This design comes from an exercise in tuning for small area, a short achievable clock period and few clock cycles per item on the open sky130 flow, not from production work.
Only simulation tests tie the RTL to the original design; equivalence was not proved.
Power and IR drop assume default switching activity.

[flow/design.v]
module reg_file_array #(
    parameter int DATA_W = 32,
    parameter int DEPTH  = 255
) (
    input  logic                  clk,
    input  logic                  reset,
    input  logic [15:0]           wsel_hi,
    input  logic [15:0]           wsel_lo,
    input  logic [15:0]           rsel_hi,
    input  logic [15:0]           rsel_lo,
    input  logic [DATA_W-1:0]     wdata,
    input  logic [DATA_W/8-1:0]   wstrb,
    output logic [DATA_W-1:0]     rdata
);
    localparam int NB = DATA_W / 8;
    logic [DEPTH-1:1][DATA_W-1:0] mem;
    logic [DEPTH-1:1]             vld;
    logic [DEPTH-1:1]             rsel;
    logic [DATA_W-1:0] wmask;
    for (genvar b = 0; b < NB; b++) begin : g_wm
        assign wmask[b*8 +: 8] = wdata[b*8 +: 8] & {8{wstrb[b]}};
    end
    for (genvar i = 1; i < DEPTH; i++) begin : g_row
        logic whit;
        assign whit = wsel_hi[i/16] && wsel_lo[i%16];
        always_ff @(posedge clk) begin
            if (!reset)
                vld[i] <= 1'b0;
            else if (whit)
                vld[i] <= 1'b1;
        end
        for (genvar b = 0; b < NB; b++) begin : g_byte
            always_ff @(posedge clk) begin
                if (whit && (wstrb[b] || !vld[i]))
                    mem[i][b*8 +: 8] <= wmask[b*8 +: 8];
            end
        end
        always_ff @(posedge clk)
            rsel[i] <= rsel_hi[i/16] && rsel_lo[i%16] && (vld[i] || whit);
    end
    always_comb begin
        rdata = '0;
        for (int i = 1; i < DEPTH; i++)
            rdata = rdata | (mem[i] & {DATA_W{rsel[i]}});
    end
endmodule
module reg_file_ctrl #(
    parameter int                DATA_W   = 32,
    parameter int                ADDR_W   = 8,
    parameter int                DEPTH    = 255,
    parameter int                RO_COUNT = 1,
    parameter logic [DATA_W-1:0] ID_VALUE = 32'hACC0_0001
) (
    input  logic                  clk,
    input  logic                  reset,
    input  logic                  req_valid,
    output logic                  req_ready,
    input  logic [1:0]            req_op,
    input  logic [ADDR_W-1:0]     req_addr,
    input  logic [DATA_W-1:0]     req_wdata,
    input  logic [DATA_W/8-1:0]   req_wstrb,
    output logic                  rsp_valid,
    input  logic                  rsp_ready,
    output logic [DATA_W-1:0]     rsp_rdata,
    output logic [3:0]            rsp_error,
    output logic [7:0]            err_count
);
    localparam logic [1:0] OP_WRITE = 2'b01;
    localparam logic [1:0] OP_READ  = 2'b10;
    localparam logic [1:0] OP_RSVD  = 2'b11;
    localparam logic [1:0] ERR_OK     = 2'd0;
    localparam logic [1:0] ERR_ADDR   = 2'd1;
    localparam logic [1:0] ERR_OPCODE = 2'd2;
    localparam logic [1:0] ERR_RO     = 2'd3;
    logic                vm, vs;
    logic [DATA_W-1:0]   dm, ds;
    logic [1:0]          em, es;
    logic v0;
    logic accept, take;
    assign accept = req_valid && req_ready;
    assign take   = vm && rsp_ready;
    logic room;
    assign room      = !(vm && (vs || v0));
    assign req_ready = reset && (room || rsp_ready);
    logic        i_max, i_zero, i_rd, i_wr;
    logic [1:0]  i_err;
    logic [15:0] i_lo, i_hi;
    assign i_max  = (req_addr == ADDR_W'(DEPTH));
    assign i_zero = (req_addr < ADDR_W'(RO_COUNT));
    assign i_lo   = 16'd1 << req_addr[3:0];
    assign i_hi   = 16'd1 << req_addr[7:4];
    assign i_rd   = (req_op == OP_READ) && !i_max;
    assign i_wr   = accept && (req_op == OP_WRITE) && !i_max && !i_zero;
    always_comb begin
        if (req_op == OP_RSVD)                 i_err = ERR_OPCODE;
        else if (i_max)                        i_err = ERR_ADDR;
        else if (req_op == OP_WRITE && i_zero) i_err = ERR_RO;
        else                                   i_err = ERR_OK;
    end
    logic [1:0]          err0;
    logic                id0;
    logic [15:0]         lo0, whi0;
    logic [DATA_W-1:0]   wdata0;
    logic [DATA_W/8-1:0] wstrb0;
    always_ff @(posedge clk) begin
        if (!reset)
            v0 <= 1'b0;
        else
            v0 <= accept;
        err0   <= i_err;
        id0    <= i_rd && i_zero;
        lo0    <= i_lo;
        whi0   <= i_wr ? i_hi : '0;
        wdata0 <= req_wdata;
        wstrb0 <= req_wstrb;
    end
    logic [DATA_W-1:0] arr_rdata, res0;
    reg_file_array #(
        .DATA_W (DATA_W),
        .DEPTH  (DEPTH)
    ) u_array (
        .clk     (clk),
        .reset   (reset),
        .wsel_hi (whi0),
        .wsel_lo (lo0),
        .rsel_hi (i_rd ? i_hi : 16'd0),
        .rsel_lo (i_lo),
        .wdata   (wdata0),
        .wstrb   (wstrb0),
        .rdata   (arr_rdata)
    );
    assign res0 = arr_rdata | (id0 ? ID_VALUE : '0);
    logic free_m;
    assign free_m = !vm || rsp_ready;
    always_ff @(posedge clk) begin
        if (!reset) begin
            vm <= 1'b0;
            vs <= 1'b0;
        end else if (free_m) begin
            vm <= vs || v0;
            vs <= vs && v0;
        end else begin
            vs <= vs || v0;
        end
    end
    always_ff @(posedge clk) begin
        if (free_m) begin
            dm <= vs ? ds : res0;
            em <= vs ? es : err0;
        end
        if (free_m ? vs : !vs) begin
            ds <= res0;
            es <= err0;
        end
    end
    assign rsp_valid = vm;
    assign rsp_rdata = dm;
    assign rsp_error = {2'b00, em};
    always_ff @(posedge clk) begin
        if (!reset)
            err_count <= 8'd0;
        else if (take && em != ERR_OK && err_count != 8'hFF)
            err_count <= err_count + 8'd1;
    end
endmodule
[flow/run.sh]
#!/bin/bash
# synth_recipe.tcl (not shown) runs the flow's synth.tcl, then flattens the netlist and writes it again
# the make line also repeats each setting of config.mk as NAME=value (left out here)
make -C /OpenROAD-flow-scripts/flow DESIGN_CONFIG=/design/flow/config.mk WORK_HOME=/design/flow/orfs CLKGATE_MAP_FILE= SYNTH_SCRIPT=/design/flow/synth_recipe.tcl finish
[flow/config.mk]
export PLATFORM = sky130hd
export DESIGN_NAME = reg_file_ctrl
export DESIGN_NICKNAME = reg_file_ctrl
export VERILOG_FILES = /design/flow/design.v
export SDC_FILE = /design/flow/constraint.sdc
export NUM_CORES = 4
export LEC_CHECK = 0
export CAP_MARGIN = 20
export CORE_MARGIN = 2
export CORE_UTILIZATION = 55
export PLACE_DENSITY = 0.65
export SETUP_SLACK_MARGIN = 5
export SLEW_MARGIN = 20
[flow/constraint.sdc]
create_clock -name core_clock -period 10.0 [get_ports {clk}]
set_input_delay 2.0000 -clock core_clock [delete_from_list [all_inputs] [get_ports {clk}]]
set_output_delay 2.0000 -clock core_clock [all_outputs]
set_load 0.01 [all_outputs]
==> results of run 1 <==
metrics by stage:
stage | setup WS (ns) | instances | total power, W | hold WS, ns | cell area (µm²)
after floorplan | 4.93 | 16817 | 0.0415 | 0.404 | 314000
after global placement | 4.05 | 24487 | 0.0419 | 0.418 | 330000
after detailed placement | 4.07 | 24506 | 0.0419 | 0.421 | 331000
after CTS | 5.05 | 26097 | 0.0728 | 0.435 | 358000
after global routing | 5.00 | 26131 | 0.0742 | 0.447 | 359000
final | 5.04 | 26275 | 0.0729 | 0.431 | 359000
routing by layer:
metal / vias up / routed length [µm] / GRT usage
li1: 74245 / - / -
met1: 99992 / 422000 / 0.542
met4: 92 / 102000 / 0.275
met3: 3312 / 205000 / 0.185
met5: - / 2400 / 0.0168
met2: 17706 / 507000 / 0.571
report_power, final:
part           leakage [nW]  total, W  internal (W)  switching (W)
Combinational          22.3   0.00102      0.000108       0.000915
Clock                  13.3    0.0317        0.0176         0.0141
Sequential             79.0    0.0402        0.0402      0.0000420
worst paths after layout:
| path | from | end | slack (ns) | cells past startpoint |
|---|---|---|---|---|
| max reg2reg | u_array.rsel[59] | dm[3] | 5.14 | 7 |
| max | rsp_ready | req_ready | 5.04 | 6 |
| min reg2reg | err0[1] | es[1] | 0.43 | 0 |
| min | err0[1] | es[1] | 0.43 | 0 |
cells in the final DEF (no fill, tap or decap), types with 76 or more instances in the layout:
| cell type | n |
|---|---|
| clkinv_1 | 188 |
| clkbuf_1 | 210 |
| nand4_1 | 547 |
| clkbuf_16 | 848 |
| nand2_1 | 266 |
| a21oi_2 | 414 |
| nor3_1 | 256 |
| dfxtp_2 | 94 |
| a21oi_1 | 815 |
| dfxtp_1 | 496 |
| a221oi_1 | 1977 |
| edfxtp_1 | 8196 |
| clkinv_2 | 146 |
| a22o_1 | 1970 |
| buf_4 | 1092 |
| diode_2 | 156 |
| nor2b_1 | 262 |
| clkdlybuf4s50_1 | 90 |
| nor4_2 | 76 |
timing repair:
item,CTS,global route
resized for setup,9,0
setup buffers,3,0
endpoints found under the setup margin,1,0
state kept, by name, indices dropped and copies added, names as in the netlist, 16 cells and up:
register      flops
lo0              16
u_array.vld     254
dm               32
u_array.rsel    254
wdata0           32
u_array.mem    8128
ds               32
whi0             16
logic make-up (layout without fill, tap and decap cells):
logic type | Yosys count | count (layout) | synth area share
flip-flops | 8786 | 8786 | 0.822
AO/OA/AOI/OAI | 5343 | 5343 | 0.134
AND/OR/NAND/NOR | 1570 | 1570 | 0.0283
buffers and inverters | 1072 | 2841 | 0.0149
multiplexers | 35 | 35 | 0.00125
XOR/XNOR | 8 | 8 | 0.000223
adder cells (fa/ha/maj) | 1 | 1 | 0.0000398
other | 1 | 158 | 0.0000119
layout make-up:
cell class / instances / area [µm²]
antenna: 156 / 390
clock buffer: 1112 / 22800
clock inverter: 475 / 4590
fill: 39232 / 209000
inverter: 22 / 113
multi-input combinational: 6959 / 54300
sequential: 8786 / 258000
tap: 7533 / 9430
timing repair buffer: 1232 / 9780
==> out/qor.txt, run 1 <==
utilization after layout: 0.632
Placer Congestion: 1.05
register area share after synthesis: 0.822
CTS buffer count: 843
number of flops mapped to enable cells by yosys: 8,196
post-synthesis cell count: 16,816
maximum VDD drop: 229 µV
status: failed layout checks
highest clock rate: 0.202 GHz
CP required: 8.00 ns
Worst-Margin Slew: 1.77 ns
synth top area cells: edfxtp_1 78%, a221oi_1 5.6%, a22o_1 5.5%, dfxtp_1 3.8%, a21oi_1 2.0%
Clock Latency Late Sink: 1.23 ns
Clock Skews: 0.0832 ns
Power Dens Cells: 203 nW/µm²
GRT overflow: 0
clock buffer depth: 4
depth of the CTS H-tree: 6
Core Footprint: 569,000 µm²
most instantiated cells after synthesis: 8,196 x edfxtp_1, 1,991 x a221oi_1, 1,970 x a22o_1
Worst EP arrival: 2.96 ns
max-slew violation count: 69
FP Rows: 277
fraction of layout cells with a size suffix above 1: 0.168
Min-Delay Path Class: flip-flop to flip-flop
CP Buf/Inv Count: 4
final wirelength: 1,240,000 µm
delay-heaviest family, CP: buffers and inverters
largest fanout on the critical path: 2
final setup TNS: 0 ns
Critical Path Sink Type: primary output
DRC Markers: 0
Iter 0 DRT Violations: 39,545
final setup vio count: 0
chip height: 760 µm
CP startpoint kind: input port
hold buffers post-CTS: 0
hpwl dp: 885,000 µm
Worst-path clk slew: 0.06 ns
area of the die: 577,000 µm²
largest net degree at the start of global routing: 153
global-route wire length before repair: 1,600,000 µm
Syn Std Cell Area: 314,000 µm²
most common cell in the netlist: edfxtp_1
Crit-path slowest cell: dlygate4sd2_1
synth warn: 2
top_reg_cell synth: edfxtp_1
max-cap violations: 0
gr usage total: 0.418
clk sinks: 8,786
Die W: 760 µm
CP Cell Sequence: dlygate4sd2_1, nor2b_2, inv_2, buf_12, o21a_1, buf_2
num ports: 96
flop and latch count out of synthesis: 8,786
CTS tree: done
Area Growth Syn to Fin: 14.5%
leak pwr: 115 nW
starting density of the core: 0.552
post-synth top area share: 0.784
IO Port Bufs: 93
number of global-route vias before repair: 174,169
syn avg cell area: 18.7 µm²
initial antenna violation count: 154
Synth area leader: edfxtp_1
root buf cell: clkbuf_16
Post-layout nets: 17,895
Max transition margin: -0.177
wire per inst: 47.1 µm
Routed Antenna Nets: 0
DR vias/cell: 7.43
Netlist cell types: 45
slowest cell delay on critical path: 0.26 ns
Final Hold Viols: 0
crit share post-route: 0.496
Failed Checks: slew limit
RSZ-0062 raised after global routing: no
vias after detailed routing: 195,347
crit path time final: 4.96 ns
Post-synth ARST share: 0
WS Path Type: input port to primary output
1st-pass router iterations: 7
Testbench counts, summed over its fixed seeds: cycles 16,016, items 16,000.
==> run 2, diff against run 1 <==
--- a/flow/design.v
+++ b/flow/design.v
@@ -72,15 +72,16 @@
     localparam logic [1:0] ERR_ADDR   = 2'd1;
     localparam logic [1:0] ERR_OPCODE = 2'd2;
     localparam logic [1:0] ERR_RO     = 2'd3;
-    logic                vm, vs;
-    logic [DATA_W-1:0]   dm, ds;
-    logic [1:0]          em, es;
+    logic                c1, c2;        
+    logic                wp;            
+    logic [3:0]          rp;            
+    logic [DATA_W-1:0]   qd0, qd1;
+    logic [1:0]          qe0, qe1;
     logic v0;
     logic accept, take;
     assign accept = req_valid && req_ready;
-    assign take   = vm && rsp_ready;
+    assign take   = c1 && rsp_ready;
     logic room;
-    assign room      = !(vm && (vs || v0));
     assign req_ready = reset && (room || rsp_ready);
     logic        i_max, i_zero, i_rd, i_wr;
     logic [1:0]  i_err;
@@ -130,32 +131,41 @@
         .rdata   (arr_rdata)
     );
     assign res0 = arr_rdata | (id0 ? ID_VALUE : '0);
-    logic free_m;
-    assign free_m = !vm || rsp_ready;
+    logic c1_n, c2_n;
+    assign c1_n = c2 || v0 || (c1 && !take);
+    assign c2_n = (c2 && !take) || (c1 && v0 && !take) || (c2 && v0);
     always_ff @(posedge clk) begin
         if (!reset) begin
-            vm <= 1'b0;
-            vs <= 1'b0;
-        end else if (free_m) begin
-            vm <= vs || v0;
-            vs <= vs && v0;
+            c1   <= 1'b0;
+            c2   <= 1'b0;
+            wp   <= 1'b0;
+            rp   <= '0;
+            room <= 1'b1;
         end else begin
-            vs <= vs || v0;
+            c1   <= c1_n;
+            c2   <= c2_n;
+            if (v0)   wp <= !wp;
+            if (take) rp <= ~rp;
+            room <= !(c2_n || (c1_n && accept));
         end
     end
     always_ff @(posedge clk) begin
-        if (free_m) begin
-            dm <= vs ? ds : res0;
-            em <= vs ? es : err0;
+        if (v0 && !wp) begin
+            qd0 <= res0;
+            qe0 <= err0;
         end
-        if (free_m ? vs : !vs) begin
-            ds <= res0;
-            es <= err0;
+        if (v0 && wp) begin
+            qd1 <= res0;
+            qe1 <= err0;
         end
     end
-    assign rsp_valid = vm;
-    assign rsp_rdata = dm;
+    logic [1:0] em;
+    assign em        = rp[0] ? qe1 : qe0;
+    assign rsp_valid = c1;
     assign rsp_error = {2'b00, em};
+    for (genvar b = 0; b < DATA_W/8; b++) begin : g_out
+        assign rsp_rdata[b*8 +: 8] = rp[b] ? qd1[b*8 +: 8] : qd0[b*8 +: 8];
+    end
     always_ff @(posedge clk) begin
         if (!reset)
             err_count <= 8'd0;
==> flow/config.mk (replaced) <==
export PLATFORM = sky130hd
export DESIGN_NAME = reg_file_ctrl
export DESIGN_NICKNAME = reg_file_ctrl
export VERILOG_FILES = /design/flow/design.v
export SDC_FILE = /design/flow/constraint.sdc
export NUM_CORES = 4
export LEC_CHECK = 0
export CAP_MARGIN = 30
export CORE_MARGIN = 2
export CORE_UTILIZATION = 65
export PLACE_DENSITY = 0.72
export SETUP_SLACK_MARGIN = 5
export SLEW_MARGIN = 50
==> run 2 against run 1 <==
- now clean on timing, DRC and antenna
- combinational power increased by 12%
- sequential share of layout area fell by 0.57 points
- largest cell class unchanged
- sequential cell count rose by 6
- die area decreased by 15%
- worst setup slack worse by 0.12 ns
- routed wire length shrank 1.6%
- via count up 2.9%
- area after synthesis barely moved
- first-iteration DRC count is 8.7% higher
- clock-buffer cell count shrank 46
==> out/qor.txt, run 2 <==
crit path time final: 5.08 ns
IO Port Bufs: 93
Fill cells: 26,589
CTS buffer count: 817
maximum VDD drop: 208 µV
Worst R2R End: qd1[12]
1st-pass router iterations: 13
hold worst-path end: err_count[5]
R2R Setup Slk: 5.45 ns
hold buffers post-CTS: 0
Clock Skews: 0.0857 ns
CP required: 8.00 ns
gr usage total: 0.489
Worst EP arrival: 3.08 ns
clk sinks: 8,792
GRT overflow: 0
most common cell after layout, fill and taps aside: edfxtp_1
Area Growth Syn to Fin: 15.5%
wire per inst: 47.7 µm
DRC Markers: 0
Worst-Margin Slew: 1.01 ns
max reg flops: 8,128
Min-Delay Path Class: flip-flop to flip-flop
Placer Congestion: 1.12
hold path cells: 2
total power: 0.0722 W
final wirelength: 1,220,000 µm
Core Footprint: 482,000 µm²
global-route wire length before repair: 1,580,000 µm
root buf cell: clkbuf_16
Post-synth ARST share: 0
highest clock rate: 0.197 GHz
area of the die: 489,000 µm²
top_reg_cell synth: edfxtp_1
Post-layout nets: 17,936
CP startpoint kind: flip-flop
Synth area leader: edfxtp_1
Final Hold Viols: 0
post-synth top area share: 0.784
synth warn: 2
WS Path Type: flip-flop to primary output
crit share post-route: 0.508
syn avg cell area: 18.6 µm²
Critical Path Sink Type: primary output
number of flops mapped to enable cells by yosys: 8,196
CTS tree: done
Power Dens Cells: 199 nW/µm²
starting density of the core: 0.652
chip height: 699 µm
fraction of layout cells with a size suffix above 1: 0.179
RSZ-0062 raised after global routing: no
status: finished clean
FP Rows: 255
Regs by FF count: u_array.mem x8128, u_array.rsel x254, u_array.vld x254
Clock Latency Late Sink: 1.23 ns
Iter 0 DRT Violations: 42,989
clock buffer depth: 4
post-synthesis cell count: 16,867
DR vias/cell: 7.88
final setup vio count: 0
max-slew violation count: 0
worst reg2reg path depth: 6
largest fanout on the critical path: 9
Worst-path clk slew: 0.07 ns
number of global-route vias before repair: 179,600
hpwl dp: 860,000 µm
largest net degree at the start of global routing: 115
Syn Std Cell Area: 314,000 µm²
flop and latch count out of synthesis: 8,792
most frequent cells in the layout: 8,196 x edfxtp_1, 1,922 x a22o_1, 1,824 x a221oi_1
leak pwr: 116 nW
Biggest register: u_array.mem
most common cell in the netlist: edfxtp_1
max-cap violations: 0
most instantiated cells after synthesis: 8,196 x edfxtp_1, 1,923 x a22o_1, 1,922 x a221oi_1
Worst R2R Start: u_array.rsel[4]
Die W: 699 µm
depth of the CTS H-tree: 6
final worst setup slack: 4.92 ns
num ports: 96
Routed Antenna Nets: 0
Netlist cell types: 45
min-delay src: err_count[5]
initial antenna violation count: 218
synth top area cells: edfxtp_1 78%, a22o_1 5.4%, a221oi_1 5.4%, dfxtp_1 3.8%, a21oi_1 2.0%
vias after detailed routing: 201,041
DP Worst Slack: 4.78 ns
final setup TNS: 0 ns
Max transition margin: 0.329
register area share after synthesis: 0.822
run 2: cell types whose count changed after synthesis, moves of 19 or more:
cell / before / now
or4_1: 0 / 134
a22o_2: 25 / 2
nand4_1: 547 / 528
a22oi_1: 60 / 202
buf_2: 264 / 134
a22o_1: 1970 / 1923
nor4_2: 20 / 0
nor4_1: 109 / 33
a221oi_1: 1991 / 1922
clkbuf_1: 716 / 834
run 2: layer usage:
metal | track usage | up-vias | wire length (µm)
met5 | 0.0155 | - | 1850
met4 | 0.382 | 108 | 120000
met3 | 0.237 | 4360 | 222000
met2 | 0.655 | 21052 | 495000
met1 | 0.607 | 100755 | 380000
li1 | - | 74766 | -
run 2: timing repair:
| item | CTS | global route |
|---|---|---|
| resized for setup | 3 | 0 |
| endpoints found under the hold margin | 0 | 0 |
| setup buffers | 0 | 0 |
| setup endpoints to repair | 4 | 0 |
run 2: critical path, cell delays in order, from the launching register on:
cell,delay [ns]
dfxtp_2,0.76
mux2_2,0.47
clkdlybuf4s50_1,0.63
run 2: report_power, final:
group          switching (W)  total (W)  leakage, nW  internal (W)
logic               0.000982    0.00114         23.7      0.000161
registers          0.0000372     0.0402         79.0        0.0402
clock network         0.0139     0.0308         12.8        0.0169
run 2: metrics by stage:
step | instances | hold slack, ns | util | area [µm²]
after floorplan | 16868 | 0.404 | - | 314000
after global placement | 23303 | 0.485 | 0.681 | 328000
after detailed placement | 23424 | 0.494 | 0.693 | 334000
after CTS | 24960 | 0.502 | 0.747 | 360000
after global routing | 25265 | 0.540 | 0.751 | 362000
final | 25529 | 0.500 | 0.753 | 363000
run 2: layout make-up:
type	count	area (µm²)	area share
inverter	25	139	0.000383
sequential	8792	258000	0.712
tap	6425	8040	0.0222
clock buffer	1066	21800	0.0601
antenna	502	1260	0.00346
timing repair buffer	1250	11100	0.0307
multi-input combinational	6999	57500	0.159
clock inverter	470	4450	0.0123
run 2: logic make-up after synthesis:
logic type               synth area share
XOR/XNOR                         0.000223
other                           0.0000119
AND/OR/NAND/NOR                    0.0290
buffers and inverters              0.0144
flip-flops                          0.822
multiplexers                      0.00132
AO/OA/AOI/OAI                       0.133
adder cells (fa/ha/maj)         0.0000398
run 2: worst max path at each step:
| stage | from | to | slack (ns) |
|---|---|---|---|
| floorplan | wstrb0[0] | u_array.mem[0] | 5.51 |
| global placement | reset | req_ready | 4.76 |
| detailed placement | reset | req_ready | 4.78 |
| CTS | rsp_ready | req_ready | 5.04 |
| global route | rsp_ready | req_ready | 5.01 |
| finish | rp[1] | rsp_rdata[11] | 4.92 |
Testbench counts of run 2, summed over its fixed seeds: cycles 16,016, items 16,000.

[what the ideal ports hide]
No port has a modelled driver above. Below, the same layouts with a new extraction and two added sets of constraints.
Step 1, drivers: a clkbuf_16 drives clk and a buf_2 each remaining input, both assumed.
Step 2 moves the port delays by t, midway between the first and last clock arrival at a register: inputs arrive t later, outputs are due t later. That takes back most of the time a late clock gives input paths.
Three values: no drivers, after step 1, after step 2; two values: the first two.
run | t (ns) | setup WS [ns] | worst setup path at the end | pins driven straight from the clock port
run 1 | 1.321 | 5.040 / 5.016 / 4.259 | input to register | 1
run 2 | 1.321 | 4.924 / 4.788 / 4.596 | input to register | 1
The setup slack of run 1, which loses most, moves by -0.024 ns with the drivers and by -0.781 ns with both steps.
